From an optimization exercise on the open Yosys and OpenROAD flow, aimed at small area, a short achievable clock period and few clock cycles per item; shortcuts taken in it are not production practice.
No functional check of the RTL was part of any run shown here.
No activity file was given, so power comes from the tool's default toggle rates.

File: flow/run.sh
#!/bin/bash
set -euo pipefail
MARGIN=${FLOW_SETUP_MARGIN:-6.7}
export BUFFER_PORTS_ARGS="-buffer_cell sky130_fd_sc_hd__buf_1"
sed "s/SETUP_SLACK_MARGIN=[0-9.]*/SETUP_SLACK_MARGIN=${MARGIN}/" standard.sh > standard_margin.sh
bash standard_margin.sh > standard.log 2>&1
File: standard.sh
#!/bin/bash
# synth_recipe.tcl (not shown) runs the flow's synth.tcl, then flattens the netlist and writes it again
# the make line also repeats each setting of config.mk as NAME=value (left out here)
make -C /OpenROAD-flow-scripts/flow DESIGN_CONFIG=/design/flow/config.mk WORK_HOME=/design/flow/orfs CLKGATE_MAP_FILE= SYNTH_SCRIPT=/design/flow/synth_recipe.tcl "${@:-finish}"
File: config.mk
export PLATFORM = sky130hd
export DESIGN_NAME = soc_curve_interp_validate
export DESIGN_NICKNAME = soc_curve_interp_validate
export VERILOG_FILES = /design/flow/design.v
export SDC_FILE = /design/flow/constraint.sdc
export NUM_CORES = 4
export LEC_CHECK = 0
export ABC_AREA = 1
export CAP_MARGIN = 20
export CORE_MARGIN = 2
export CORE_UTILIZATION = 50
export CTS_BUF_LIST = sky130_fd_sc_hd__clkbuf_8
export CTS_CLUSTER_DIAMETER = 150
export CTS_CLUSTER_SIZE = 50
export SETUP_SLACK_MARGIN = 5
export SLEW_MARGIN = 20
File: constraint.sdc
create_clock -name core_clock -period 10.0 [get_ports {clk}]
set_input_delay 2.0000 -clock core_clock [delete_from_list [all_inputs] [get_ports {clk}]]
set_output_delay 2.0000 -clock core_clock [all_outputs]
set_load 0.01 [all_outputs]
File: design.v
module soc_curve_interp_validate #(
  parameter int NUM_POINTS = 8
) (
  input  logic        clk,
  input  logic        rst,
  input  logic        cfg_wen,
  input  logic        cfg_index,
  input  logic [7:0]  cfg_data,
  input  logic        in_valid,
  output logic        in_ready,
  input  logic [19:0] in_data,
  output logic        out_valid,
  input  logic        out_ready,
  output logic [15:0] out_data
);
  logic [7:0] ve;
  logic [6:0] mt;
  logic       busy;
  always_ff @(posedge clk) begin
    if (rst) begin
      ve <= 8'd53;
      mt <= 7'd5;
    end else begin
      if (cfg_wen && cfg_index) mt <= cfg_data[6:0];
      if (cfg_wen && !cfg_index) ve <= cfg_data;
      else if (busy && eseg != 3'd5) ve <= {ve[1:0], ve[7:2]};
    end
  end
  logic [2:0]  eseg;    
  logic [1:0]  ebit;
  logic [13:0] acc;
  logic [1:0]  vbits;
  logic [15:0] mk;      
  logic [15:0] acc_sum;
  logic [13:0] acc_next;
  logic [4:0]  t1;
  logic [5:0]  t2;
  logic [6:0]  t3;
  logic [6:0]  t4;
  logic [5:0]  t5;
  assign vbits = ve[1:0];
  logic kt_new_n22, kt_new_n23, kt_new_n25, kt_new_n26, kt_new_n28, kt_new_n29, kt_new_n30, kt_new_n31, kt_new_n32, kt_new_n33, kt_new_n35, kt_new_n36, kt_new_n37, kt_new_n38, kt_new_n39, kt_new_n41, kt_new_n42, kt_new_n43, kt_new_n44, kt_new_n45, kt_new_n47, kt_new_n48, kt_new_n49, kt_new_n51, kt_new_n52, kt_new_n53, kt_new_n55, kt_new_n56, kt_new_n58, kt_new_n60, kt_new_n61, kt_new_n62, kt_new_n63, kt_new_n65, kt_new_n66, kt_new_n67, kt_new_n69, kt_new_n71, kt_new_n72, kt_new_n73, kt_new_n76;
  assign kt_new_n22 = ~eseg[2] & vbits[0];
  assign kt_new_n23 = eseg[1] & kt_new_n22;
  assign mk[15] = vbits[1] & kt_new_n23;
  assign kt_new_n25 = ~eseg[2] & vbits[1];
  assign kt_new_n26 = ~vbits[0] & kt_new_n25;
  assign mk[14] = eseg[1] & kt_new_n26;
  assign kt_new_n28 = eseg[1] & ~eseg[0];
  assign kt_new_n29 = ~eseg[1] & ~eseg[0];
  assign kt_new_n30 = ~eseg[2] & kt_new_n29;
  assign kt_new_n31 = vbits[0] & kt_new_n29;
  assign kt_new_n32 = eseg[2] & kt_new_n31;
  assign kt_new_n33 = ~kt_new_n23 & ~kt_new_n32;
  assign mk[0] = ~kt_new_n28 & ~kt_new_n33;
  assign kt_new_n35 = ~eseg[0] & vbits[1];
  assign kt_new_n36 = ~kt_new_n22 & ~kt_new_n35;
  assign kt_new_n37 = ~eseg[1] & ~kt_new_n36;
  assign kt_new_n38 = ~kt_new_n25 & ~kt_new_n37;
  assign kt_new_n39 = ~mk[0] & kt_new_n38;
  assign mk[3] = ~kt_new_n30 & ~kt_new_n39;
  assign kt_new_n41 = ~kt_new_n28 & mk[3];
  assign kt_new_n42 = vbits[1] & kt_new_n41;
  assign kt_new_n43 = vbits[0] & ~mk[15];
  assign kt_new_n44 = ~kt_new_n23 & ~kt_new_n25;
  assign kt_new_n45 = kt_new_n43 & ~kt_new_n44;
  assign mk[13] = kt_new_n42 | kt_new_n45;
  assign kt_new_n47 = ~mk[14] & ~kt_new_n37;
  assign kt_new_n48 = kt_new_n26 & ~kt_new_n47;
  assign kt_new_n49 = mk[3] & kt_new_n43;
  assign mk[12] = kt_new_n48 | kt_new_n49;
  assign kt_new_n51 = kt_new_n22 & mk[13];
  assign kt_new_n52 = ~eseg[0] & kt_new_n26;
  assign kt_new_n53 = ~kt_new_n31 & ~kt_new_n52;
  assign mk[9] = kt_new_n51 | ~kt_new_n53;
  assign kt_new_n55 = kt_new_n22 & mk[9];
  assign kt_new_n56 = ~eseg[1] & kt_new_n25;
  assign mk[11] = kt_new_n55 | kt_new_n56;
  assign kt_new_n58 = eseg[1] & kt_new_n42;
  assign mk[10] = ~kt_new_n47 | kt_new_n58;
  assign kt_new_n60 = ~vbits[1] & kt_new_n22;
  assign kt_new_n61 = ~kt_new_n26 & ~kt_new_n60;
  assign kt_new_n62 = ~mk[12] & ~kt_new_n61;
  assign kt_new_n63 = vbits[1] & ~kt_new_n33;
  assign mk[8] = kt_new_n62 | kt_new_n63;
  assign kt_new_n65 = ~kt_new_n22 & ~kt_new_n28;
  assign kt_new_n66 = ~kt_new_n47 & kt_new_n65;
  assign kt_new_n67 = ~mk[3] & ~kt_new_n66;
  assign mk[7] = ~mk[0] & ~kt_new_n67;
  assign kt_new_n69 = kt_new_n33 & ~kt_new_n60;
  assign mk[6] = kt_new_n66 | ~kt_new_n69;
  assign kt_new_n71 = ~kt_new_n23 & ~kt_new_n26;
  assign kt_new_n72 = eseg[0] & ~kt_new_n71;
  assign kt_new_n73 = kt_new_n31 & ~kt_new_n63;
  assign mk[5] = kt_new_n72 | kt_new_n73;
  assign mk[4] = ~kt_new_n31 & kt_new_n41;
  assign kt_new_n76 = ~mk[6] & ~mk[5];
  assign mk[2] = ~kt_new_n30 & ~kt_new_n76;
  assign mk[1] = kt_new_n41 & ~mk[8];
  assign acc_sum  = {2'b0, (ebit == 2'd0) ? 14'd0 : acc} + mk;
  assign acc_next = acc_sum[15:2];
  always_ff @(posedge clk) begin
    if (rst || (cfg_wen && !cfg_index)) begin
      busy <= 1'b1;
      eseg <= 3'd0;
      ebit <= 2'd0;
    end else if (busy) begin
      ebit <= ebit + 2'd1;
      if (ebit == 2'd3) eseg <= eseg + 3'd1;
      if (eseg == 3'd5) busy <= 1'b0;
    end
  end
  always_ff @(posedge clk) begin
    acc <= acc_next;
  end
  always_ff @(posedge clk) begin
    if (busy && ebit == 2'd0) begin
      case (eseg)
        3'd1: t1 <= acc[11:7];
        3'd2: t2 <= acc[12:7];
        3'd3: t3 <= acc[13:7];
        3'd4: t4 <= acc[13:7];
        3'd5: t5 <= acc[12:7];
        default: ;
      endcase
    end
  end
  logic [2:0] t6;
  logic [1:0] t7;
  logic t67_new_n14, t67_new_n15, t67_new_n16, t67_new_n17, t67_new_n18, t67_new_n19, t67_new_n21, t67_new_n22, t67_new_n23, t67_new_n24, t67_new_n25, t67_new_n26, t67_new_n27, t67_new_n28, t67_new_n30, t67_new_n31, t67_new_n32, t67_new_n33, t67_new_n34, t67_new_n35, t67_new_n36, t67_new_n37, t67_new_n38, t67_new_n39, t67_new_n40, t67_new_n41, t67_new_n42, t67_new_n43, t67_new_n44, t67_new_n45, t67_new_n46, t67_new_n47, t67_new_n48, t67_new_n51;
  assign t67_new_n14 = ve[7] & ve[6];
  assign t67_new_n15 = ve[2] & ve[1];
  assign t67_new_n16 = ~ve[3] & ~t67_new_n15;
  assign t67_new_n17 = ve[7] & ve[5];
  assign t67_new_n18 = ve[4] & t67_new_n17;
  assign t67_new_n19 = ~t67_new_n16 & t67_new_n18;
  assign t6[2] = t67_new_n14 | t67_new_n19;
  assign t67_new_n21 = ve[1] & ve[0];
  assign t67_new_n22 = ~ve[2] & ~t67_new_n21;
  assign t67_new_n23 = ve[6] & ve[4];
  assign t67_new_n24 = ve[3] & t67_new_n23;
  assign t67_new_n25 = ~t67_new_n22 & t67_new_n24;
  assign t67_new_n26 = ve[6] & ve[5];
  assign t67_new_n27 = ~ve[7] & ~t67_new_n26;
  assign t67_new_n28 = ~t67_new_n25 & t67_new_n27;
  assign t6[1] = ~t6[2] & ~t67_new_n28;
  assign t67_new_n30 = ~ve[4] & ~ve[2];
  assign t67_new_n31 = ~ve[3] & t67_new_n30;
  assign t67_new_n32 = t67_new_n26 & ~t67_new_n31;
  assign t67_new_n33 = t6[2] & t67_new_n32;
  assign t67_new_n34 = ~t6[2] & ~t67_new_n32;
  assign t67_new_n35 = ~t67_new_n33 & ~t67_new_n34;
  assign t67_new_n36 = ~ve[1] & ~ve[0];
  assign t67_new_n37 = t67_new_n30 & t67_new_n36;
  assign t67_new_n38 = ve[7] & ~t67_new_n37;
  assign t67_new_n39 = ~ve[6] & ~t67_new_n38;
  assign t67_new_n40 = ~t67_new_n25 & ~t67_new_n39;
  assign t67_new_n41 = ~ve[5] & ~t67_new_n40;
  assign t67_new_n42 = ve[3] & t67_new_n15;
  assign t67_new_n43 = ve[7] & ~ve[3];
  assign t67_new_n44 = ~ve[5] & ~t67_new_n43;
  assign t67_new_n45 = ~ve[4] & ~t67_new_n17;
  assign t67_new_n46 = ~t67_new_n44 & t67_new_n45;
  assign t67_new_n47 = ~t67_new_n42 & t67_new_n46;
  assign t67_new_n48 = ~t67_new_n41 & ~t67_new_n47;
  assign t6[0] = ~t67_new_n35 & t67_new_n48;
  assign t7[1] = t67_new_n14 & ~t67_new_n46;
  assign t67_new_n51 = ~ve[7] & ~t67_new_n32;
  assign t7[0] = ~t7[1] & ~t67_new_n51;
  logic        r0_v;
  logic [12:0] v;
  logic [6:0]  r0_c;
  logic [6:0]  e;
  logic ev_new_n21, ev_new_n22, ev_new_n23, ev_new_n24, ev_new_n25, ev_new_n26, ev_new_n27, ev_new_n28, ev_new_n29, ev_new_n30, ev_new_n31, ev_new_n33, ev_new_n34, ev_new_n35, ev_new_n36, ev_new_n37, ev_new_n38, ev_new_n39, ev_new_n40, ev_new_n41, ev_new_n42, ev_new_n43, ev_new_n44, ev_new_n45, ev_new_n46, ev_new_n47, ev_new_n48, ev_new_n49, ev_new_n50, ev_new_n51, ev_new_n52, ev_new_n53, ev_new_n54, ev_new_n55, ev_new_n56, ev_new_n57, ev_new_n58, ev_new_n59, ev_new_n60, ev_new_n61, ev_new_n62, ev_new_n63, ev_new_n64, ev_new_n65, ev_new_n66, ev_new_n67, ev_new_n68, ev_new_n69, ev_new_n70, ev_new_n71, ev_new_n72, ev_new_n73, ev_new_n74, ev_new_n75, ev_new_n76, ev_new_n77, ev_new_n78, ev_new_n79, ev_new_n80, ev_new_n81, ev_new_n82, ev_new_n83, ev_new_n84, ev_new_n85, ev_new_n86, ev_new_n87, ev_new_n88, ev_new_n89, ev_new_n90, ev_new_n91, ev_new_n92, ev_new_n93, ev_new_n94, ev_new_n95, ev_new_n96, ev_new_n97, ev_new_n98, ev_new_n99, ev_new_n100, ev_new_n101, ev_new_n102, ev_new_n103, ev_new_n104, ev_new_n105, ev_new_n106, ev_new_n107, ev_new_n108, ev_new_n109, ev_new_n110, ev_new_n111, ev_new_n112, ev_new_n113, ev_new_n114, ev_new_n115, ev_new_n116, ev_new_n117, ev_new_n118, ev_new_n119, ev_new_n120, ev_new_n121, ev_new_n122, ev_new_n123, ev_new_n125, ev_new_n126, ev_new_n127, ev_new_n128, ev_new_n130, ev_new_n131, ev_new_n132, ev_new_n133, ev_new_n134, ev_new_n135, ev_new_n136, ev_new_n137, ev_new_n138, ev_new_n139, ev_new_n140, ev_new_n141, ev_new_n142, ev_new_n143, ev_new_n144, ev_new_n145, ev_new_n146, ev_new_n147, ev_new_n148, ev_new_n150, ev_new_n151, ev_new_n152, ev_new_n153, ev_new_n154, ev_new_n155, ev_new_n156, ev_new_n157, ev_new_n158, ev_new_n159, ev_new_n160, ev_new_n161, ev_new_n162, ev_new_n163, ev_new_n164, ev_new_n165, ev_new_n166, ev_new_n167, ev_new_n168, ev_new_n169, ev_new_n170, ev_new_n171, ev_new_n172, ev_new_n173, ev_new_n174, ev_new_n175, ev_new_n176, ev_new_n177, ev_new_n178, ev_new_n179, ev_new_n180, ev_new_n181, ev_new_n182, ev_new_n183, ev_new_n184, ev_new_n185, ev_new_n186, ev_new_n187, ev_new_n188, ev_new_n189, ev_new_n190, ev_new_n191, ev_new_n192, ev_new_n193, ev_new_n194, ev_new_n195, ev_new_n196, ev_new_n197, ev_new_n198, ev_new_n199, ev_new_n200, ev_new_n201, ev_new_n202, ev_new_n203, ev_new_n204, ev_new_n205, ev_new_n206, ev_new_n207, ev_new_n208, ev_new_n209, ev_new_n210, ev_new_n211, ev_new_n212, ev_new_n213, ev_new_n214, ev_new_n215, ev_new_n216, ev_new_n217, ev_new_n218, ev_new_n219, ev_new_n220, ev_new_n221, ev_new_n222, ev_new_n223, ev_new_n224, ev_new_n225, ev_new_n226, ev_new_n227, ev_new_n228, ev_new_n229, ev_new_n230, ev_new_n231, ev_new_n232, ev_new_n234, ev_new_n235, ev_new_n236, ev_new_n237, ev_new_n238, ev_new_n239, ev_new_n240, ev_new_n241, ev_new_n242, ev_new_n243, ev_new_n244, ev_new_n245, ev_new_n246, ev_new_n247, ev_new_n248, ev_new_n249, ev_new_n250, ev_new_n251, ev_new_n252, ev_new_n253, ev_new_n254, ev_new_n255, ev_new_n256, ev_new_n257, ev_new_n258, ev_new_n259, ev_new_n260, ev_new_n261, ev_new_n262, ev_new_n263, ev_new_n264, ev_new_n265, ev_new_n266, ev_new_n267, ev_new_n268, ev_new_n269, ev_new_n270, ev_new_n271, ev_new_n272, ev_new_n273, ev_new_n275, ev_new_n276, ev_new_n277, ev_new_n278, ev_new_n279, ev_new_n280, ev_new_n281, ev_new_n282, ev_new_n283, ev_new_n284, ev_new_n285, ev_new_n286, ev_new_n287, ev_new_n288, ev_new_n289, ev_new_n290, ev_new_n291, ev_new_n292, ev_new_n293, ev_new_n294, ev_new_n295, ev_new_n296, ev_new_n297, ev_new_n298, ev_new_n299, ev_new_n300, ev_new_n301, ev_new_n302, ev_new_n303, ev_new_n304, ev_new_n305, ev_new_n306, ev_new_n307, ev_new_n308, ev_new_n309, ev_new_n310, ev_new_n311, ev_new_n312, ev_new_n313, ev_new_n314, ev_new_n315, ev_new_n316, ev_new_n317, ev_new_n318, ev_new_n319, ev_new_n320, ev_new_n321, ev_new_n322, ev_new_n323, ev_new_n324, ev_new_n325, ev_new_n326, ev_new_n327, ev_new_n328, ev_new_n329, ev_new_n330, ev_new_n331, ev_new_n332, ev_new_n333, ev_new_n334, ev_new_n335, ev_new_n336, ev_new_n337, ev_new_n338, ev_new_n339, ev_new_n340, ev_new_n341, ev_new_n342, ev_new_n343, ev_new_n344, ev_new_n345, ev_new_n346, ev_new_n347, ev_new_n348, ev_new_n349;
  assign ev_new_n21 = v[11] & v[10];
  assign ev_new_n22 = v[9] & ev_new_n21;
  assign ev_new_n23 = v[6] & v[4];
  assign ev_new_n24 = v[7] & ev_new_n23;
  assign ev_new_n25 = ~v[2] & ~v[1];
  assign ev_new_n26 = ~v[3] & ev_new_n25;
  assign ev_new_n27 = v[5] & v[4];
  assign ev_new_n28 = ~ev_new_n26 & ev_new_n27;
  assign ev_new_n29 = ev_new_n24 & ev_new_n28;
  assign ev_new_n30 = ~v[8] & ~ev_new_n29;
  assign ev_new_n31 = ev_new_n22 & ~ev_new_n30;
  assign e[6] = v[12] | ev_new_n31;
  assign ev_new_n33 = ~v[7] & v[6];
  assign ev_new_n34 = ~v[5] & ~v[4];
  assign ev_new_n35 = ~ev_new_n27 & ~ev_new_n34;
  assign ev_new_n36 = v[1] & v[0];
  assign ev_new_n37 = v[2] & ev_new_n36;
  assign ev_new_n38 = v[3] & ev_new_n37;
  assign ev_new_n39 = ev_new_n35 & ev_new_n38;
  assign ev_new_n40 = ~v[5] & ~ev_new_n39;
  assign ev_new_n41 = ev_new_n33 & ~ev_new_n40;
  assign ev_new_n42 = ~v[8] & v[6];
  assign ev_new_n43 = v[7] & ~v[6];
  assign ev_new_n44 = v[1] & ev_new_n43;
  assign ev_new_n45 = ~v[3] & ~ev_new_n33;
  assign ev_new_n46 = v[5] & ~v[2];
  assign ev_new_n47 = ~v[4] & ev_new_n46;
  assign ev_new_n48 = ev_new_n45 & ev_new_n47;
  assign ev_new_n49 = ~ev_new_n44 & ev_new_n48;
  assign ev_new_n50 = v[8] & ev_new_n49;
  assign ev_new_n51 = ~v[1] & ~v[0];
  assign ev_new_n52 = v[2] & ~ev_new_n51;
  assign ev_new_n53 = v[7] & ~ev_new_n52;
  assign ev_new_n54 = v[5] & v[3];
  assign ev_new_n55 = ~ev_new_n53 & ev_new_n54;
  assign ev_new_n56 = ~ev_new_n27 & ~ev_new_n55;
  assign ev_new_n57 = ev_new_n43 & ~ev_new_n56;
  assign ev_new_n58 = ~v[5] & ~v[3];
  assign ev_new_n59 = ~ev_new_n26 & ~ev_new_n58;
  assign ev_new_n60 = ev_new_n24 & ~ev_new_n59;
  assign ev_new_n61 = ~v[7] & ~v[6];
  assign ev_new_n62 = ~v[2] & ~ev_new_n36;
  assign ev_new_n63 = ~ev_new_n53 & ~ev_new_n62;
  assign ev_new_n64 = ~v[3] & ~ev_new_n63;
  assign ev_new_n65 = v[3] & ~ev_new_n62;
  assign ev_new_n66 = ~v[7] & ~v[4];
  assign ev_new_n67 = ~ev_new_n65 & ev_new_n66;
  assign ev_new_n68 = ~ev_new_n64 & ~ev_new_n67;
  assign ev_new_n69 = v[5] & ev_new_n68;
  assign ev_new_n70 = ~ev_new_n61 & ~ev_new_n69;
  assign ev_new_n71 = ~ev_new_n37 & ev_new_n45;
  assign ev_new_n72 = ~ev_new_n38 & ~ev_new_n71;
  assign ev_new_n73 = ~v[4] & ev_new_n72;
  assign ev_new_n74 = ~ev_new_n70 & ev_new_n73;
  assign ev_new_n75 = ~ev_new_n60 & ~ev_new_n74;
  assign ev_new_n76 = ~ev_new_n57 & ~ev_new_n75;
  assign ev_new_n77 = ~v[5] & ~ev_new_n68;
  assign ev_new_n78 = ~v[6] & ~v[4];
  assign ev_new_n79 = ~ev_new_n23 & ~ev_new_n78;
  assign ev_new_n80 = ev_new_n77 & ev_new_n79;
  assign ev_new_n81 = v[3] & ~ev_new_n61;
  assign ev_new_n82 = ~ev_new_n36 & ev_new_n81;
  assign ev_new_n83 = v[2] & v[1];
  assign ev_new_n84 = ~v[7] & ev_new_n83;
  assign ev_new_n85 = v[7] & ~ev_new_n83;
  assign ev_new_n86 = ~ev_new_n84 & ~ev_new_n85;
  assign ev_new_n87 = v[6] & ~v[4];
  assign ev_new_n88 = v[5] & ev_new_n87;
  assign ev_new_n89 = ev_new_n86 & ev_new_n88;
  assign ev_new_n90 = ~ev_new_n54 & ~ev_new_n78;
  assign ev_new_n91 = ~ev_new_n35 & ev_new_n52;
  assign ev_new_n92 = ~ev_new_n90 & ev_new_n91;
  assign ev_new_n93 = ~ev_new_n89 & ~ev_new_n92;
  assign ev_new_n94 = ~ev_new_n82 & ~ev_new_n93;
  assign ev_new_n95 = v[3] & ev_new_n83;
  assign ev_new_n96 = ev_new_n87 & ev_new_n95;
  assign ev_new_n97 = ~v[2] & ev_new_n51;
  assign ev_new_n98 = ev_new_n78 & ev_new_n97;
  assign ev_new_n99 = ~ev_new_n96 & ~ev_new_n98;
  assign ev_new_n100 = v[7] & ~ev_new_n99;
  assign ev_new_n101 = ~ev_new_n94 & ~ev_new_n100;
  assign ev_new_n102 = ~ev_new_n80 & ev_new_n101;
  assign ev_new_n103 = ~ev_new_n76 & ev_new_n102;
  assign ev_new_n104 = ~v[8] & ~ev_new_n103;
  assign ev_new_n105 = ~ev_new_n50 & ~ev_new_n104;
  assign ev_new_n106 = ~ev_new_n42 & ev_new_n105;
  assign ev_new_n107 = ev_new_n58 & ~ev_new_n99;
  assign ev_new_n108 = ev_new_n34 & ~ev_new_n65;
  assign ev_new_n109 = v[6] & ~ev_new_n28;
  assign ev_new_n110 = ~ev_new_n108 & ev_new_n109;
  assign ev_new_n111 = ~ev_new_n107 & ~ev_new_n110;
  assign ev_new_n112 = ~ev_new_n106 & ~ev_new_n111;
  assign ev_new_n113 = ~ev_new_n41 & ~ev_new_n112;
  assign ev_new_n114 = v[7] & ~v[5];
  assign ev_new_n115 = v[6] & ev_new_n114;
  assign ev_new_n116 = ev_new_n113 & ~ev_new_n115;
  assign ev_new_n117 = v[8] & ~v[6];
  assign ev_new_n118 = ~ev_new_n42 & ~ev_new_n117;
  assign ev_new_n119 = ~ev_new_n116 & ev_new_n118;
  assign ev_new_n120 = ev_new_n116 & ~ev_new_n118;
  assign ev_new_n121 = v[7] & ev_new_n22;
  assign ev_new_n122 = ~ev_new_n120 & ev_new_n121;
  assign ev_new_n123 = ~ev_new_n119 & ev_new_n122;
  assign e[5] = v[12] | ev_new_n123;
  assign ev_new_n125 = ~v[12] & ev_new_n22;
  assign ev_new_n126 = ~ev_new_n57 & ev_new_n116;
  assign ev_new_n127 = v[8] & ev_new_n43;
  assign ev_new_n128 = ev_new_n126 & ~ev_new_n127;
  assign e[4] = ev_new_n125 & ~ev_new_n128;
  assign ev_new_n130 = ev_new_n27 & ~ev_new_n113;
  assign ev_new_n131 = ~ev_new_n35 & ~ev_new_n87;
  assign ev_new_n132 = ~ev_new_n77 & ~ev_new_n131;
  assign ev_new_n133 = ~ev_new_n69 & ev_new_n132;
  assign ev_new_n134 = ev_new_n37 & ~ev_new_n133;
  assign ev_new_n135 = ~v[7] & ~ev_new_n134;
  assign ev_new_n136 = ~ev_new_n111 & ~ev_new_n135;
  assign ev_new_n137 = ev_new_n111 & ev_new_n133;
  assign ev_new_n138 = ~ev_new_n136 & ~ev_new_n137;
  assign ev_new_n139 = ~ev_new_n130 & ev_new_n138;
  assign ev_new_n140 = ~v[8] & ~ev_new_n139;
  assign ev_new_n141 = v[8] & v[7];
  assign ev_new_n142 = ~ev_new_n126 & ~ev_new_n141;
  assign ev_new_n143 = v[5] & ~ev_new_n49;
  assign ev_new_n144 = ~v[6] & ~ev_new_n143;
  assign ev_new_n145 = v[6] & ev_new_n143;
  assign ev_new_n146 = ~ev_new_n144 & ~ev_new_n145;
  assign ev_new_n147 = ~ev_new_n142 & ev_new_n146;
  assign ev_new_n148 = ~ev_new_n140 & ~ev_new_n147;
  assign e[3] = ev_new_n125 & ~ev_new_n148;
  assign ev_new_n150 = v[12] & ~v[11];
  assign ev_new_n151 = ~v[10] & ~v[9];
  assign ev_new_n152 = ~v[8] & ev_new_n151;
  assign ev_new_n153 = ev_new_n150 & ev_new_n152;
  assign ev_new_n154 = ~v[3] & ev_new_n34;
  assign ev_new_n155 = ev_new_n61 & ~ev_new_n83;
  assign ev_new_n156 = ev_new_n154 & ev_new_n155;
  assign ev_new_n157 = ev_new_n153 & ev_new_n156;
  assign ev_new_n158 = v[12] & ~ev_new_n157;
  assign ev_new_n159 = v[5] & ev_new_n62;
  assign ev_new_n160 = v[6] & ~ev_new_n52;
  assign ev_new_n161 = ~ev_new_n97 & ~ev_new_n160;
  assign ev_new_n162 = ~ev_new_n159 & ev_new_n161;
  assign ev_new_n163 = v[7] & ev_new_n162;
  assign ev_new_n164 = ~ev_new_n72 & ~ev_new_n163;
  assign ev_new_n165 = ev_new_n78 & ~ev_new_n164;
  assign ev_new_n166 = ev_new_n61 & ~ev_new_n77;
  assign ev_new_n167 = v[4] & v[1];
  assign ev_new_n168 = ~ev_new_n83 & ~ev_new_n167;
  assign ev_new_n169 = ~v[6] & ~v[0];
  assign ev_new_n170 = ~ev_new_n168 & ev_new_n169;
  assign ev_new_n171 = ~ev_new_n25 & ~ev_new_n83;
  assign ev_new_n172 = ~v[6] & v[4];
  assign ev_new_n173 = ~ev_new_n171 & ev_new_n172;
  assign ev_new_n174 = ~v[6] & ~v[2];
  assign ev_new_n175 = ~v[4] & ~ev_new_n174;
  assign ev_new_n176 = ev_new_n171 & ev_new_n175;
  assign ev_new_n177 = ~ev_new_n173 & ~ev_new_n176;
  assign ev_new_n178 = ~ev_new_n170 & ev_new_n177;
  assign ev_new_n179 = v[5] & ev_new_n178;
  assign ev_new_n180 = ev_new_n62 & ev_new_n87;
  assign ev_new_n181 = v[3] & ~ev_new_n97;
  assign ev_new_n182 = ~ev_new_n180 & ev_new_n181;
  assign ev_new_n183 = ~ev_new_n179 & ~ev_new_n182;
  assign ev_new_n184 = ~ev_new_n166 & ev_new_n183;
  assign ev_new_n185 = ~ev_new_n74 & ev_new_n184;
  assign ev_new_n186 = ev_new_n165 & ev_new_n185;
  assign ev_new_n187 = ~ev_new_n23 & ~ev_new_n133;
  assign ev_new_n188 = ~ev_new_n186 & ev_new_n187;
  assign ev_new_n189 = v[5] & ~ev_new_n61;
  assign ev_new_n190 = v[3] & ~ev_new_n25;
  assign ev_new_n191 = ev_new_n24 & ev_new_n190;
  assign ev_new_n192 = ~ev_new_n189 & ~ev_new_n191;
  assign ev_new_n193 = ev_new_n99 & ~ev_new_n192;
  assign ev_new_n194 = ~v[8] & ~ev_new_n193;
  assign ev_new_n195 = ~ev_new_n188 & ev_new_n194;
  assign ev_new_n196 = ev_new_n61 & ev_new_n108;
  assign ev_new_n197 = ~v[6] & ~ev_new_n55;
  assign ev_new_n198 = v[2] & ~ev_new_n27;
  assign ev_new_n199 = ev_new_n53 & ~ev_new_n198;
  assign ev_new_n200 = ~v[7] & ev_new_n36;
  assign ev_new_n201 = ev_new_n198 & ev_new_n200;
  assign ev_new_n202 = ~v[3] & ~ev_new_n201;
  assign ev_new_n203 = ~ev_new_n199 & ev_new_n202;
  assign ev_new_n204 = v[6] & ~ev_new_n154;
  assign ev_new_n205 = ev_new_n62 & ~ev_new_n78;
  assign ev_new_n206 = ~ev_new_n204 & ev_new_n205;
  assign ev_new_n207 = ~ev_new_n203 & ev_new_n206;
  assign ev_new_n208 = ~ev_new_n197 & ev_new_n207;
  assign ev_new_n209 = ~ev_new_n196 & ~ev_new_n208;
  assign ev_new_n210 = ~ev_new_n143 & ev_new_n209;
  assign ev_new_n211 = ev_new_n95 & ~ev_new_n178;
  assign ev_new_n212 = v[8] & ~ev_new_n211;
  assign ev_new_n213 = ~v[8] & ev_new_n181;
  assign ev_new_n214 = ev_new_n57 & ~ev_new_n213;
  assign ev_new_n215 = ~ev_new_n212 & ~ev_new_n214;
  assign ev_new_n216 = v[9] & ~ev_new_n215;
  assign ev_new_n217 = ~ev_new_n210 & ev_new_n216;
  assign ev_new_n218 = ev_new_n29 & ev_new_n215;
  assign ev_new_n219 = ev_new_n55 & ev_new_n165;
  assign ev_new_n220 = ~v[4] & ev_new_n83;
  assign ev_new_n221 = v[5] & ~v[3];
  assign ev_new_n222 = ~ev_new_n220 & ev_new_n221;
  assign ev_new_n223 = ~ev_new_n39 & ~ev_new_n222;
  assign ev_new_n224 = ev_new_n33 & ~ev_new_n223;
  assign ev_new_n225 = ev_new_n29 & ~ev_new_n71;
  assign ev_new_n226 = ~v[9] & ~ev_new_n225;
  assign ev_new_n227 = ev_new_n21 & ~ev_new_n226;
  assign ev_new_n228 = ~ev_new_n224 & ev_new_n227;
  assign ev_new_n229 = ~ev_new_n219 & ev_new_n228;
  assign ev_new_n230 = ~ev_new_n218 & ev_new_n229;
  assign ev_new_n231 = ~ev_new_n217 & ev_new_n230;
  assign ev_new_n232 = ~ev_new_n195 & ev_new_n231;
  assign e[2] = ev_new_n158 | ev_new_n232;
  assign ev_new_n234 = v[2] & ev_new_n130;
  assign ev_new_n235 = v[7] & ~ev_new_n167;
  assign ev_new_n236 = ~ev_new_n36 & ev_new_n235;
  assign ev_new_n237 = ~ev_new_n174 & ~ev_new_n235;
  assign ev_new_n238 = ~ev_new_n236 & ~ev_new_n237;
  assign ev_new_n239 = v[2] & ev_new_n23;
  assign ev_new_n240 = ev_new_n51 & ev_new_n78;
  assign ev_new_n241 = ev_new_n58 & ~ev_new_n240;
  assign ev_new_n242 = ~ev_new_n239 & ev_new_n241;
  assign ev_new_n243 = ~ev_new_n238 & ev_new_n242;
  assign ev_new_n244 = ev_new_n185 & ~ev_new_n243;
  assign ev_new_n245 = ev_new_n24 & ev_new_n244;
  assign ev_new_n246 = v[4] & ~ev_new_n164;
  assign ev_new_n247 = ev_new_n209 & ~ev_new_n246;
  assign ev_new_n248 = ~v[6] & ev_new_n114;
  assign ev_new_n249 = ev_new_n65 & ev_new_n248;
  assign ev_new_n250 = ev_new_n215 & ~ev_new_n249;
  assign ev_new_n251 = ~ev_new_n247 & ~ev_new_n250;
  assign ev_new_n252 = ~ev_new_n245 & ~ev_new_n251;
  assign ev_new_n253 = ev_new_n105 & ev_new_n252;
  assign ev_new_n254 = ~ev_new_n58 & ~ev_new_n79;
  assign ev_new_n255 = ~ev_new_n97 & ev_new_n254;
  assign ev_new_n256 = ev_new_n195 & ev_new_n255;
  assign ev_new_n257 = ev_new_n253 & ~ev_new_n256;
  assign ev_new_n258 = ~ev_new_n234 & ev_new_n257;
  assign ev_new_n259 = ev_new_n125 & ~ev_new_n258;
  assign ev_new_n260 = ev_new_n40 & ev_new_n43;
  assign ev_new_n261 = ~v[12] & v[8];
  assign ev_new_n262 = ev_new_n21 & ev_new_n261;
  assign ev_new_n263 = ~ev_new_n41 & ev_new_n262;
  assign ev_new_n264 = ~ev_new_n260 & ev_new_n263;
  assign ev_new_n265 = ~v[7] & ev_new_n226;
  assign ev_new_n266 = ~v[5] & ~ev_new_n95;
  assign ev_new_n267 = ev_new_n90 & ~ev_new_n266;
  assign ev_new_n268 = v[7] & ~ev_new_n44;
  assign ev_new_n269 = ev_new_n267 & ~ev_new_n268;
  assign ev_new_n270 = ~ev_new_n226 & ~ev_new_n269;
  assign ev_new_n271 = ~ev_new_n265 & ~ev_new_n270;
  assign ev_new_n272 = ev_new_n264 & ev_new_n271;
  assign ev_new_n273 = ~ev_new_n157 & ~ev_new_n272;
  assign e[1] = ev_new_n259 | ~ev_new_n273;
  assign ev_new_n275 = ~v[4] & ~ev_new_n84;
  assign ev_new_n276 = ev_new_n58 & ~ev_new_n97;
  assign ev_new_n277 = ~ev_new_n275 & ev_new_n276;
  assign ev_new_n278 = ev_new_n253 & ev_new_n277;
  assign ev_new_n279 = ~ev_new_n49 & ev_new_n209;
  assign ev_new_n280 = ~ev_new_n244 & ~ev_new_n279;
  assign ev_new_n281 = ~v[2] & v[1];
  assign ev_new_n282 = ~ev_new_n200 & ~ev_new_n281;
  assign ev_new_n283 = ev_new_n23 & ~ev_new_n282;
  assign ev_new_n284 = v[4] & ev_new_n36;
  assign ev_new_n285 = v[7] & v[2];
  assign ev_new_n286 = ~ev_new_n78 & ev_new_n285;
  assign ev_new_n287 = ~ev_new_n284 & ev_new_n286;
  assign ev_new_n288 = ~ev_new_n52 & ev_new_n61;
  assign ev_new_n289 = ~v[1] & v[0];
  assign ev_new_n290 = ev_new_n66 & ev_new_n289;
  assign ev_new_n291 = ~ev_new_n288 & ~ev_new_n290;
  assign ev_new_n292 = ~ev_new_n287 & ev_new_n291;
  assign ev_new_n293 = ~ev_new_n283 & ev_new_n292;
  assign ev_new_n294 = ev_new_n155 & ev_new_n293;
  assign ev_new_n295 = ~ev_new_n280 & ~ev_new_n294;
  assign ev_new_n296 = ~ev_new_n278 & ev_new_n295;
  assign ev_new_n297 = v[9] & ~ev_new_n296;
  assign ev_new_n298 = v[4] & ~v[0];
  assign ev_new_n299 = ev_new_n26 & ev_new_n298;
  assign ev_new_n300 = v[9] & ~ev_new_n181;
  assign ev_new_n301 = ~ev_new_n299 & ev_new_n300;
  assign ev_new_n302 = ev_new_n260 & ~ev_new_n301;
  assign ev_new_n303 = ev_new_n203 & ~ev_new_n226;
  assign ev_new_n304 = v[7] & ~ev_new_n35;
  assign ev_new_n305 = ~v[9] & ~ev_new_n304;
  assign ev_new_n306 = ~v[5] & v[2];
  assign ev_new_n307 = v[7] & v[0];
  assign ev_new_n308 = ~ev_new_n298 & ~ev_new_n307;
  assign ev_new_n309 = ev_new_n306 & ~ev_new_n308;
  assign ev_new_n310 = v[3] & ~ev_new_n86;
  assign ev_new_n311 = ~ev_new_n309 & ev_new_n310;
  assign ev_new_n312 = ~ev_new_n305 & ev_new_n311;
  assign ev_new_n313 = ev_new_n204 & ~ev_new_n312;
  assign ev_new_n314 = ~ev_new_n303 & ev_new_n313;
  assign ev_new_n315 = ~ev_new_n302 & ~ev_new_n314;
  assign ev_new_n316 = ~ev_new_n297 & ev_new_n315;
  assign ev_new_n317 = ev_new_n262 & ~ev_new_n316;
  assign ev_new_n318 = v[1] & ev_new_n78;
  assign ev_new_n319 = ~ev_new_n162 & ~ev_new_n318;
  assign ev_new_n320 = ~ev_new_n76 & ev_new_n215;
  assign ev_new_n321 = ~ev_new_n319 & ~ev_new_n320;
  assign ev_new_n322 = ev_new_n215 & ~ev_new_n293;
  assign ev_new_n323 = ~ev_new_n321 & ~ev_new_n322;
  assign ev_new_n324 = ev_new_n54 & ~ev_new_n323;
  assign ev_new_n325 = ev_new_n23 & ev_new_n213;
  assign ev_new_n326 = ~ev_new_n267 & ~ev_new_n325;
  assign ev_new_n327 = ~ev_new_n114 & ev_new_n326;
  assign ev_new_n328 = ev_new_n68 & ~ev_new_n185;
  assign ev_new_n329 = ev_new_n209 & ~ev_new_n328;
  assign ev_new_n330 = ~ev_new_n178 & ~ev_new_n329;
  assign ev_new_n331 = v[7] & ev_new_n25;
  assign ev_new_n332 = ~ev_new_n326 & ev_new_n331;
  assign ev_new_n333 = ~ev_new_n330 & ~ev_new_n332;
  assign ev_new_n334 = ~ev_new_n327 & ~ev_new_n333;
  assign ev_new_n335 = ev_new_n46 & ~ev_new_n298;
  assign ev_new_n336 = ~ev_new_n167 & ~ev_new_n306;
  assign ev_new_n337 = ~ev_new_n335 & ev_new_n336;
  assign ev_new_n338 = ~v[7] & ~v[5];
  assign ev_new_n339 = ev_new_n51 & ~ev_new_n338;
  assign ev_new_n340 = ev_new_n45 & ~ev_new_n339;
  assign ev_new_n341 = ~ev_new_n54 & ~ev_new_n81;
  assign ev_new_n342 = ~ev_new_n340 & ev_new_n341;
  assign ev_new_n343 = ~ev_new_n337 & ev_new_n342;
  assign ev_new_n344 = ~ev_new_n244 & ~ev_new_n343;
  assign ev_new_n345 = ~v[8] & ~ev_new_n344;
  assign ev_new_n346 = ~ev_new_n334 & ~ev_new_n345;
  assign ev_new_n347 = ~ev_new_n324 & ev_new_n346;
  assign ev_new_n348 = ev_new_n125 & ~ev_new_n347;
  assign ev_new_n349 = ~ev_new_n157 & ~ev_new_n348;
  assign e[0] = ev_new_n317 | ~ev_new_n349;
  logic [2:0] sg;
  always_comb begin
    if (v >= 13'd3893) sg = 3'd1;
    else if (v >= 13'd3783) sg = 3'd2;
    else if (v >= 13'd3721) sg = 3'd3;
    else if (v >= 13'd3686) sg = 3'd4;
    else if (v >= 13'd3575) sg = 3'd5;
    else if (v >= 13'd3487) sg = 3'd6;
    else sg = 3'd7;
  end
  logic [6:0] t_raw;
  always_comb begin
    case (sg)
      3'd1: t_raw = {2'd0, t1};
      3'd2: t_raw = {1'd0, t2};
      3'd3: t_raw = t3;
      3'd4: t_raw = t4;
      3'd5: t_raw = {1'd0, t5};
      3'd6: t_raw = {4'd0, t6};
      default: t_raw = {5'd0, t7};
    endcase
  end
  logic       r1_v;
  logic [6:0] r1_e, r1_c, r1_t;
  logic [6:0] tol;
  logic [7:0] d;
  logic [6:0] ad;
  logic       ok;
  assign tol = (r1_t < mt) ? mt : r1_t;
  assign d   = {1'b0, r1_c} - {1'b0, r1_e};
  assign ad  = d[7] ? 7'(-d) : d[6:0];
  assign ok  = ad < tol;
  logic       s_v;
  logic       s_ok, h_ok;
  logic [6:0] s_e, s_t, h_e, h_t;
  logic       h_free, r1_en, r0_en;
  assign h_free = !out_valid || out_ready;
  assign r1_en  = !r1_v || !s_v;
  assign r0_en  = !r0_v || r1_en;
  logic       r0_v_n, r1_v_n, s_v_n, busy_n, busy_long_n;
  always_comb begin
    r0_v_n = r0_en ? (in_valid && in_ready) : r0_v;
    r1_v_n = r1_en ? r0_v : r1_v;
    s_v_n  = h_free ? 1'b0 : (s_v || r1_v);
    busy_n = (cfg_wen && !cfg_index) || (busy && eseg != 3'd5);
    busy_long_n = (cfg_wen && !cfg_index) || (busy && eseg != 3'd5 && !(eseg == 3'd4 && ebit == 2'd3));
  end
  always_ff @(posedge clk) begin
    if (rst) begin
      r0_v      <= 1'b0;
      r1_v      <= 1'b0;
      s_v       <= 1'b0;
      out_valid <= 1'b0;
      in_ready  <= 1'b0;
    end else begin
      r0_v      <= r0_v_n;
      r1_v      <= r1_v_n;
      s_v       <= s_v_n;
      out_valid <= h_free ? (s_v || r1_v) : 1'b1;
      in_ready  <= !busy_long_n && (!r0_v_n || !r1_v_n || !s_v_n);
    end
  end
  always_ff @(posedge clk) begin
    if (r0_en) begin
      v    <= in_data[19:7];
      r0_c <= in_data[6:0];
    end
    if (r1_en) begin
      r1_e <= e;
      r1_c <= r0_c;
      r1_t <= t_raw;
    end
    if (!s_v) begin
      s_ok <= ok;
      s_e  <= r1_e;
      s_t  <= tol;
    end
    if (h_free) begin
      if (s_v) begin
        h_ok <= s_ok;
        h_e  <= s_e;
        h_t  <= s_t;
      end else begin
        h_ok <= ok;
        h_e  <= r1_e;
        h_t  <= tol;
      end
    end
  end
  assign out_data = {h_ok, h_e, 1'b0, h_t};
endmodule
==> metrics.md, run 1 <==
| Metric | Value |
|---|---|
| WP buf/inv | 3 |
| Worst EP required | 10210 ps |
| Achievable frequency | around 320 MHz |
| Syn Inst Count | 976 |
| Initial antenna violation count | 0 |
| Via density | 5.36 |
| Max_slew headroom | 34.7% |
| Largest net degree at the start of global routing | 32 |
| Top flop regs | acc: 14 flops, v: 13 flops, ve: 8 flops |
| Area of the multi-input gates | 3940 um^2 |
| Yosys reg bits | 142 |
| CTS tree | yes |
| Port Buffer Count | 50 |
| Num ports | 52 |
| # clock sinks | 142 |
| Largest family of logic cells by synthesized area | simple AND/OR/NAND/NOR gates |
| LEAKAGE | between 3 and 4 nW |
| Placed Instance Area | approximately 8500 um^2 |
| Max Cap Viol | 0 |
| Synthesized area | 8190 um^2 |
| Yosys cell types | 57 |
| Mapped Nets | between 1000 and 1500 |
| Reg power frac | 48.8% |
| Seq/Total Area, Yosys | 45.3% |
| Multiplexer share of the synthesized area | 0% |
| Worst Hold Class | reg -> reg |
| Routed Antenna Nets | 0 |
| CTS Buffer Depth | 2 |
| Synth Area in XOR/XNOR | 2.46% |
| DRC | 0 |
| Setup Skew | 19.4 ps |
| Switching share of power | 31.6% |
| Die height | 132 um |
| Critical path peak fanout | 14 |
| DR vias | 6801 |
| Crit. End Element | flip-flop |
| Root Buffer | clkbuf_8 |
| Total Routing Usage GR | between 20% and 30% |
| Dpl hpwl | 14200 um |
| Layout Nets | 1128 |
| Pwr Density | around 160 nW/um^2 |
| Design area | 9170 um^2 |
| Mean post-synth cell area | 8.39 um^2 |
| GP Congestion | roughly 0.95 |
| Die footprint | 17400 um^2 |
| Peak VDD IR | 0.110 mV |
| Max incr delay on CP | between 700 and 800 ps |
| Switch Pwr | 0.471 mW |
| Drt first pass iters | 5 |
| Fin Hold WS | between 400 and 500 ps |
| Synth Area in Simple Gates | around 22% |
| Worst-path clk slew | 90 ps |
| Number of fillers in the final layout | 1514 |
| Rows | 46 |
| Critical Path Source Type | flip-flop |
| Worst-path cell chain | ha_1 -> inv_1 -> nor4_2 -> nand2_1 -> nand3_2 -> inv_2 -> nand2_2 -> nand2_2 -> a21oi_4 -> inv_2 -> nand3_1 -> nand4_1 -> a21o_1 |
| H-Tree Depth | 4 |
| Initial DRC Count | 543 |
| Combinational Power Share | 21.7% |
| Status | finished clean |
| Cell taking the most area after synthesis | edfxtp_1 |
| Area delta synth->final | 11.9% |
| Slowest cell on the critical path | edfxtp_1 |
| Synth Area in Adders | under 10% |
| Hold-fix buffers at CTS | 0 |
| Ys async rst share | 0% |
| Max reg flops | 14 |
| RSZ-0062 raised after global routing | yes |
| Post-route clock period utilization | 31.6% |
| Total global routing overflow | 0 |
| Initial Util | 51.4% |
| Period minus WS final | 3160 ps |
| Setup violations, final | 0 |
| Reg with most FFs | acc |
| Power Internal | 1.02 mW |
| DR WL/cell | roughly 15 um |
| Top delay family on crit path | simple AND/OR/NAND/NOR gates |
| WL final | 19200 um |
| Type of the worst setup path | reg -> reg |
| # diodes | 0 |
| Crit path DAT | approximately 3400 ps |
| Layout cells sized above 1 | 12.4% |
| Final Hold Viols | 0 |
| Clk pwr share | 29.5% |
| Core footprint | 15900 um^2 |
| Register area | 3730 um^2 |
| Worst-margin pin slew | just under 1000 ps |
| Die span in x | about 130 um |
| Post-synth EDFFs | 87 |
| Setup TNS | 0 ps |
| First-pass GRT wire length | 30800 um |
| Main synth FF type | edfxtp_1 |
| Synth Area in Compound Gates | 13.5% |
| Yosys top cell area share | 31.9% |
| Vias in the first global route | 6189 |
| Pins Over Slew Limit | 0 |
| Synth Warn # | 1 |
| CTS Buf Count | 17 |
| Top cells by area, synth | edfxtp_1 (32%), dfxtp_1 (13%), nand2_1 (8.8%), ha_1 (8.2%), inv_1 (5.7%) |
| Worst skew pair latency | 450 ps |
-- per-layer routing --
layer	track usage [%]	vias up	wire [um]
li1	-	3437	-
met4	7.55	0	268
met2	33.8	231	8600
met5	0	-	0
met3	4.34	26	1130
met1	31.6	3107	9240
-- kinds of logic (layout without fill, tap and decap cells) --
logic type | count (synthesis) | after routing
AOI/OAI and AO/OA | 185 | 185
xor gates and xnor gates | 23 | 23
adders and majority gates | 55 | 55
buffers and inverters | 158 | 234
DFF | 142 | 142
other | 1 | 1
and+or+nand+nor | 412 | 412
-- final cells by class --
class,instances,share of cell area (%)
inverter,132,5.53
sequential,142,40.7
clock inverter,14,1.43
multi-input combinational,676,43.0
timing repair buffer,70,3.68
clock buffer,18,2.70
tap,216,2.95
-- timing repair --
item	4_1_cts	5_1_grt
pin swaps	2	14
endpoints found under the setup margin	12	21
cloned	0	0
setup buffers	1	19
resized for setup	14	30
-- power groups by stage --
stage,logic (mW),clock network [mW],registers (mW)
2_1_floorplan,0.240,0,0.727
3_3_place_gp,0.300,0,0.742
3_5_place_dp,0.299,0,0.744
4_1_cts,0.303,0.451,0.730
5_1_grt,0.367,0.474,0.735
6_report,0.324,0.440,0.728
-- through the flow --
step	setup slack (ps)	util, %	instances	total power [mW]
2_1_floorplan	6910	-	976	0.967
3_3_place_gp	6240	53.3	1216	1.04
3_5_place_dp	6180	53.4	1216	1.04
4_1_cts	6690	56.1	1249	1.48
5_1_grt	6550	57.5	1268	1.58
6_report	6840	57.5	1268	1.49
-- worst paths after layout --
kind | from | to | cells after the start | slack (ps)
max | v[4]$_DFFE_PN_ | r1_t[3]$_DFFE_PN_ | 13 | 6840
min | r0_c[2]$_DFFE_PN_ | r1_c[2]$_DFFE_PN_ | 0 | 420
max reg2reg | v[4]$_DFFE_PN_ | r1_t[3]$_DFFE_PN_ | 13 | 6840
min reg2reg | r0_c[2]$_DFFE_PN_ | r1_c[2]$_DFFE_PN_ | 0 | 420
-- Yosys cell counts (7+ instances only) --
cell type  number
dfxtp_1        55
a31oi_1        10
edfxtp_1       87
ha_1           54
o211ai_1       13
a21oi_1        61
o21ai_0        60
xnor2_1         7
nor2_1         90
nand2_2        16
nand4_1        15
xor2_1         16
clkbuf_1       11
nand3_1        62
nand2_1       193
inv_2           7
a211oi_1        9
inv_1         124
nor3_1         14
-- cells in the final DEF, fill, tap and decap left out, types with 3 or more instances in the layout --
master	synthesis	routed
inv_1	124	118
nor2_1	90	83
nand2_2	16	20
o21ai_2	3	3
o21ai_1	3	4
nand4_1	15	15
clkbuf_8	0	18
nor2_4	2	3
dfxtp_4	0	4
a31oi_1	10	9
a21oi_1	61	57
nor2_2	2	8
dfxtp_1	55	49
inv_2	7	12
o21ai_0	60	59
o311ai_0	3	3
clkinv_4	0	5
o211ai_1	13	13
nand3b_1	3	3
nand3_1	62	61
a211oi_1	9	8
ha_1	54	51
nand2_1	193	189
buf_1	0	50
o21bai_1	5	5
edfxtp_1	87	87
nor3_1	14	13
or2_2	3	3
xor2_1	16	16
buf_4	5	20
xnor2_1	7	7
a21oi_2	0	3
inv_6	1	4
nand3_2	3	4
==> run 2, diff against run 1 <==
==> flow/run.sh (replaced) <==
#!/bin/bash
set -euo pipefail
MARGIN=${FLOW_SETUP_MARGIN:-6.9}
export BUFFER_PORTS_ARGS="-buffer_cell sky130_fd_sc_hd__buf_1"
sed "s/SETUP_SLACK_MARGIN=[0-9.]*/SETUP_SLACK_MARGIN=${MARGIN}/" standard.sh > standard_margin.sh
bash standard_margin.sh > standard.log 2>&1
--- a/config.mk
+++ b/config.mk
@@ -15,2 +15,3 @@
 export SETUP_SLACK_MARGIN = 5
 export SLEW_MARGIN = 20
+export TNS_END_PERCENT = 0
==> run 2 against run 1 <==
  * Worst setup slack lost 43 ps
  * Wire length shrank 0.66%
  * Clock power is essentially flat
  * Sequential share of layout area grew 0.30 points
  * Via count shrank 0.35%
  * Hold slack is essentially flat
  * Non-clock buffer count shrank 6
  * Combinational power shrank 2%
  * Synthesized cell count is the same
  * Die area is the same
  * Core utilization shrank 0.42 points
  * Register-to-register slack lost 40 ps
  * Critical endpoint is now acc[13]$_DFF_P_
==> metrics.md, run 2 <==
| Metric | Value |
|---|---|
| Reg with most FFs | acc |
| Post-synth EDFFs | 87 |
| LEAKAGE | 3.95 nW |
| Period minus WS final | 3200 ps |
| Achievable frequency | 312 MHz |
| Routed Antenna Nets | 0 |
| Hold path depth | 0 |
| Critical Path Source Type | flip-flop |
| Commonest non-fill, non-tap cell in the layout | nand2_1 |
| Final WS setup | 6800 ps |
| Type of the worst setup path | reg -> reg |
| Worst skew pair latency | 450 ps |
| DR WL/cell | ~15 um |
| Yosys cell types | 57 |
| Pwr Density | approximately 160 nW/um^2 |
| Setup Skew | 20.4 ps |
| Worst slack, placed | 6180 ps |
| GP Congestion | 0.947 |
| DR vias | 6777 |
| Area delta synth->final | 11.1% |
| Die height | 132 um |
| Design area | 9100 um^2 |
| Rows | between 40 and 50 |
| Peak VDD IR | 0.110 mV |
| Worst reg2reg path depth | 25 |
| Multiplexer share of the synthesized area | 0% |
| CTS tree | yes |
| Number of fillers in the final layout | 1524 |
| CTS Buf Count | 17 |
| Largest family of logic cells by synthesized area | simple AND/OR/NAND/NOR gates |
| R2R Setup Slk | 6800 ps |
| Seq/Total Area, Yosys | a little under half |
| Initial DRC Count | 516 |
| Worst Hold Class | reg -> reg |
| Largest net degree at the start of global routing | 32 |
| Max reg flops | 14 |
| H-Tree Depth | 4 |
| Die span in x | 132 um |
| WL final | 19100 um |
| Worst EP required | 10340 ps |
| Worst-path clk slew | 90 ps |
| Area of the multi-input gates | 3930 um^2 |
| Synthesized area | 8190 um^2 |
| Initial antenna violation count | 0 |
| Die footprint | 17400 um^2 |
| Max Cap Viol | 0 |
| Core footprint | about 16000 um^2 |
| Final Hold Viols | 0 |
| Worst R2R Start | ve[1]$_SDFFE_PP0P_ |
| Layout cells sized above 1 | 11.6% |
| Top cells by area, synth | edfxtp_1 (32%), dfxtp_1 (13%), nand2_1 (8.8%), ha_1 (8.2%), inv_1 (5.7%) |
| Top flop regs | acc: 14 flops, v: 13 flops, ve: 8 flops |
| Drt first pass iters | 5 |
| # diodes | 0 |
| Finished Layout Cells | 1262 |
| Post-route clock period utilization | 32.0% |
| Synth top cells by count | nand2_1 (193), inv_1 (124), nor2_1 (90) |
| Total power | ~1.5 mW |
| Cell taking the most area after synthesis | edfxtp_1 |
| R2R Path End | acc[13]$_DFF_P_ |
| RSZ-0062 raised after global routing | yes |
| Main synth FF type | edfxtp_1 |
| Port Buffer Count | 50 |
| Setup violations, final | 0 |
| Status | finished clean |
| Yosys top cell area share | between 30% and 40% |
| Placed insts | 1216 |
| Ys async rst share | 0% |
| Total Routing Usage GR | 22.2% |
| Root Buffer | clkbuf_8 |
| # clock sinks | 142 |
| Synth Area in Adders | 8.49% |
| Initial Util | just over 50% |
| First-pass GRT wire length | 30900 um |
| Crit. End Element | flip-flop |
| Mean post-synth cell area | 8.39 um^2 |
| Synth Area in XOR/XNOR | 2.46% |
| Crit path DAT | 3540 ps |
| Synth Area in Simple Gates | 22.3% |
| Critical path peak fanout | 8 |
| Min-delay src | r0_c[2]$_DFFE_PN_ |
| Worst-margin pin slew | 937 ps |
| Yosys reg bits | 142 |
| CTS Buffer Depth | 2 |
| Placed Instance Area | 8510 um^2 |
| Pins Over Slew Limit | 0 |
| Hold-fix buffers at CTS | 0 |
| Setup TNS | 0 ps |
| Most common cell in the netlist | nand2_1 |
| Num ports | 52 |
| Layout Nets | 1122 |
| Via density | approximately 5.4 |
| Most frequent cells in the layout | nand2_1 (189), inv_1 (120), edfxtp_1 (87) |
| Total global routing overflow | 0 |
| DRC | 0 |
| Synth Area in Compound Gates | ~14% |
| Vias in the first global route | 6180 |
| Register area | 3730 um^2 |
| Dpl hpwl | approximately 14000 um |
| Worst min-delay path endpoint | r1_c[2]$_DFFE_PN_ |
| Syn Inst Count | roughly 980 |
| Synth Warn # | 1 |
| Max_slew headroom | between 30% and 40% |
| Mapped Nets | 1065 |
==> run 2: cell counts after synthesis <==
Identical to the previous run, type by type.
==> run 2: worst max-delay path: stages (launching register included) <==
cell,delay (ps)
dfxtp_4,370
inv_2,80
nor2_2,120
inv_2,70
nor2_2,100
inv_1,100
nor2_2,160
inv_1,70
nand2_1,100
nand3_1,100
nand3_1,110
nor2_1,50
nor2_1,120
ha_1,290
a21oi_2,200
nor2_2,50
a211oi_2,160
o21ai_2,100
nand2_1,80
nand2_2,70
a21boi_2,190
o21ai_2,110
nand2_1,80
nand2_1,70
nand2_1,70
o21ai_0,70
==> run 2: what timing repair did <==
action	in CTS	in global routing
setup buffers	1	13
pin swaps	1	7
setup endpoints to repair	39	57
gates resized for setup	9	30
==> run 2: how the worst max path moves through the flow <==
stage | from | to | cells after the start
finish | ve[1]$_SDFFE_PP0P_ | acc[13]$_DFF_P_ | 25
global route | ve[1]$_SDFFE_PP0P_ | acc[13]$_DFF_P_ | 25
CTS | eseg[0]$_SDFFE_PP0P_ | acc[13]$_DFF_P_ | 25
detailed placement | cfg_wen | ve[4]$_SDFFE_PP1P_ | 7
global placement | cfg_wen | ve[1]$_SDFFE_PP0P_ | 8
floorplan | eseg[1]$_SDFFE_PP0P_ | acc[13]$_DFF_P_ | 25
==> run 2: cell families (layout without fill, tap and decap cells) <==
group           count (synthesis)  count (layout)
xor+xnor                       23              23
buf+inv                       158             228
flops                         142             142
fa+ha+maj                      55              55
simple gates                  412             412
other cells                     1               1
compound gates                185             185
==> run 2: where the power goes <==
group	switching, mW	leakage [nW]	internal (mW)
Clock	0.233	0.201	0.207
Sequential	0.0391	1.36	0.689
Combinational	0.197	2.39	0.122
==> run 2: per-layer routing <==
layer	vias up	share of wire (%)	track usage (%)
met5	-	0	0
met4	0	1.5	7.55
met3	27	6.0	4.34
met2	236	45	33.9
met1	3087	48	31.6
li1	3427	-	-
==> run 2: final cells by class <==
cell class / count / share of cell area (%)
Timing Repair Buffer: 64 / 3.22
Inverter: 132 / 5.53
Clock inverter: 14 / 1.44
Sequential cell: 142 / 41.0
Clock buffer: 18 / 2.72
Tap cell: 216 / 2.97
Multi-Input combinational cell: 676 / 43.1
==> run 2: metrics by stage <==
stage | hold WS, ps | util (%)
2_1_floorplan | 400 | -
3_3_place_gp | 405 | 53.3
3_5_place_dp | 405 | 53.4
4_1_cts | 424 | 56.0
5_1_grt | 428 | 57.1
6_report | 420 | 57.1
==> run 3, diff against run 2 <==
==> flow/run.sh (replaced) <==
#!/bin/bash
set -euo pipefail
MARGIN=${FLOW_SETUP_MARGIN:-7.2}
export BUFFER_PORTS_ARGS="-buffer_cell sky130_fd_sc_hd__buf_1"
sed "s/SETUP_SLACK_MARGIN=[0-9.]*/SETUP_SLACK_MARGIN=${MARGIN}/" standard.sh > standard_margin.sh
bash standard_margin.sh > standard.log 2>&1
==> run 3 against run 2 <==
  * First-iteration DRC count up 33%
  * Combinational power up 11%
  * Highest routed layer unchanged
  * Fmax up 2.4%
  * Sequential power down 0.5%
  * Total power up 0.54%
  * Core utilization up 2.0 points
  * Largest cell class unchanged
  * Synthesized cell count unchanged
==> metrics.md, run 3 <==
| Metric | Value |
|---|---|
| Clk pwr share | approximately 28% |
| CTS Buf Count | 17 |
| Layout Nets | 1151 |
| Most frequent cells in the layout | nand2_1 (187), inv_1 (115), edfxtp_1 (87) |
| Final core utilization | between 50% and 60% |
| Routed Antenna Nets | 0 |
| Layout cells sized above 1 | 15.5% |
| Switch Pwr | roughly 0.48 mW |
| Pwr Density | about 160 nW/um^2 |
| Post-route clock period utilization | 31.3% |
| Worst-path clk slew | approximately 80 ps |
| GP Congestion | 0.939 |
| Setup violations, final | 0 |
| # diodes | 0 |
| Dpl hpwl | 14100 um |
| Critical Path Source Type | flip-flop |
| Placed insts | ~1200 |
| Yosys reg bits | 142 |
| Max_slew headroom | approximately a third |
| Num ports | 52 |
| Largest net degree at the start of global routing | 32 |
| Core footprint | 15900 um^2 |
| Status | finished clean |
| # clock sinks | about 140 |
| Crit. End Element | flip-flop |
| Crit path DAT | 3470 ps |
| Cell taking the most area after synthesis | edfxtp_1 |
| Die footprint | 17400 um^2 |
| Reg power frac | 48.5% |
| Synth top cells by count | nand2_1 (193), inv_1 (124), nor2_1 (90) |
| Initial Util | around 51% |
| Total global routing overflow | 0 |
| Worst EP required | 10340 ps |
| Port Buffer Count | 50 |
| Switching share of power | 32.2% |
| Most used cell along the critical path | nand2_1 |
| Min-delay src | r0_c[3]$_DFFE_PN_ |
| Period minus WS final | 3130 ps |
| Power Internal | 1.01 mW |
| Initial antenna violation count | 0 |
| Synth Warn # | 1 |
| WL final | 20300 um |
| Hold-fix buffers at CTS | 0 |
| Top flop regs | acc: 14 flops, v: 13 flops, ve: 8 flops |
| Ys async rst share | 0% |
| Commonest non-fill, non-tap cell in the layout | nand2_1 |
| Area delta synth->final | 15.0% |
| Max Cap Viol | 0 |
| Worst R2R Start | ve[0]$_SDFFE_PP1P_ |
| Post-synth EDFFs | 87 |
| Die span in x | 132 um |
| RSZ-0062 raised after global routing | yes |
| Die height | 132 um |
| Seq/Total Area, Yosys | 45.3% |
| Rows | 46 |
| CTS tree | yes |
| Crit path launch | ve[0]$_SDFFE_PP1P_ |
| Worst skew pair latency | 450 ps |
| Synthesized area | between 8000 and 9000 um^2 |
| Root Buffer | clkbuf_8 |
| Setup TNS | 0 ps |
| Worst-margin pin slew | 1000 ps |
| Worst Hold Class | reg -> reg |
| DRC | 0 |
| Top cells by area, synth | edfxtp_1 (32%), dfxtp_1 (13%), nand2_1 (8.8%), ha_1 (8.2%), inv_1 (5.7%) |
| Max reg flops | 14 |
| Pins Over Slew Limit | 0 |
| Hold path depth | 0 |
| Fin Hold WS | between 400 and 500 ps |
| Main synth FF type | edfxtp_1 |
| Vias in the first global route | about 6500 |
| CTS Buffer Depth | 2 |
| LEAKAGE | 4.11 nW |
| Yosys top cell area share | 31.9% |
| Type of the worst setup path | reg -> reg |
| Setup Skew | 11.0 ps |
| Slowest cell on the critical path | dfxtp_4 |
| Total Routing Usage GR | 23.0% |
| Initial DRC Count | between 600 and 700 |
| Drt first pass iters | 5 |
| Yosys cell types | 57 |
| H-Tree Depth | 4 |
| Combinational Power Share | between 20% and 30% |
| Worst reg2reg path depth | 25 |
| Most common cell in the netlist | nand2_1 |
| Via density | 5.45 |
| Mean post-synth cell area | 8.39 um^2 |
| DR WL/cell | between 15 and 20 um |
| Final Hold Viols | 0 |
| First-pass GRT wire length | 32100 um |
| Achievable frequency | between 300 and 400 MHz |
| DR vias | 7030 |
| Reg with most FFs | acc |
| Finished Layout Cells | 1291 |
| Mapped Nets | 1065 |
| Max incr delay on CP | approximately 370 ps |
| Number of fillers in the final layout | 1425 |
| Critical path peak fanout | 5 |
| Peak VDD IR | 0.123 mV |
| Syn Inst Count | roughly 1000 |
## run 3: cell count changes in the layout (fill, tap and decap cells not counted), moves of 3 or more
| cell | delta |
|---|---|
| buf_4 | +29 |
| inv_1 | -5 |
| nor2_4 | +5 |
| inv_4 | +4 |
| nor2_2 | -4 |
| o21ai_0 | -4 |
| inv_6 | +3 |
| nand2_4 | +3 |
## run 3: through the flow
| stage | setup slack (ps) | total power, mW | instance area (um^2) |
|---|---|---|---|
| floorplan | 7040 | 0.968 | 8230 |
| global placement | 6570 | 1.05 | 8550 |
| detailed placement | 6500 | 1.04 | 8550 |
| CTS | 6980 | 1.48 | 9170 |
| global route | 6740 | 1.58 | 9420 |
| finish | 6870 | 1.49 | 9420 |
## run 3: what timing repair did
| action | 4_1_cts | 5_1_grt |
|---|---|---|
| setup endpoints to repair | 71 | 59 |
| pin swaps | 14 | 27 |
| setup buffers | 24 | 18 |
| gates resized for setup | 34 | 33 |
## run 3: cells by family after synthesis
| logic type | Yosys count | share of synthesized area [%] |
|---|---|---|
| AND/OR/NAND/NOR | 412 | 22.3 |
| AO/OA/AOI/OAI | 185 | 13.5 |
| buffers and inverters | 158 | 7.91 |
| flip-flops | 142 | 45.3 |
| adder cells (fa/ha/maj) | 55 | 8.49 |
| XOR/XNOR | 23 | 2.46 |
| other | 1 | 0.0458 |
## run 3: power by group through the flow
stage / registers, mW / logic (mW) / clock network, mW
final: 0.724 / 0.354 / 0.416
after floorplan: 0.727 / 0.241 / 0
after global placement: 0.741 / 0.304 / 0
after CTS: 0.725 / 0.330 / 0.430
after detailed placement: 0.741 / 0.304 / 0
after global routing: 0.732 / 0.398 / 0.452
## run 3: layer usage
metal	wire, um	global-route usage (%)
met1	9140	31.8
met2	9100	35.5
met3	1450	4.50
met4	601	9.66
met5	0	0
## run 3: worst paths after layout
kind | to | slack [ps]
worst max-delay path | acc[13]$_DFF_P_ | 6870
worst min register to register | r1_c[3]$_DFFE_PN_ | 430
worst max register to register | acc[13]$_DFF_P_ | 6870
worst min-delay path | r1_c[3]$_DFFE_PN_ | 430
## run 3: layout make-up
cell class | count | area (um^2) | share of cell area (%)
Inverter | 132 | 522 | 5.54
Clock buffer | 18 | 248 | 2.63
Multi-Input combinational cell | 676 | 4030 | 42.8
Timing Repair Buffer | 93 | 512 | 5.43
Tap cell | 216 | 270 | 2.87
Sequential cell | 142 | 3730 | 39.6
Clock inverter | 14 | 106 | 1.13
## run 3: critical path, delay by kind of cell (launching register included)
kind	cells	cell delay [ps]
and+or+nand+nor	13	1210
adders and majority gates	1	300
DFF	1	370
buffers and inverters	6	550
AOI/OAI and AO/OA	5	570

## afterwards: timing with drivers on the ports
No port has a modelled driver above. Below, the same layouts with a new extraction and two added sets of constraints. Step 1 sets driving cells, clkbuf_16 on the clock port and buf_2 on the other inputs (assumed; they add their load-dependent delay and slew). Step 2 adds t to the input delays and takes it off the output delays; t is the mean of the earliest and latest rising clock arrival at the registers after step 1. Input paths then give back, and output paths get back, about the clock's delay inside the block. Slacks: ideal / step 1 / step 2; pairs: ideal / step 1.
run | shift t [ns] | slack for setup (ns) | worst register clock-pin slew, ns
run 1 | 0.484 | 6.842 / 6.842 / 6.559 | 0.09 / 0.09
run 2 | 0.484 | 6.799 / 6.799 / 6.378 | 0.09 / 0.09
run 3 | 0.489 | 6.874 / 6.874 / 6.648 | 0.09 / 0.09
After both steps every run listed still meets setup and hold. For run 2, which loses most, drivers alone change the setup slack by 0.000 ns; drivers and shift together by -0.421 ns.
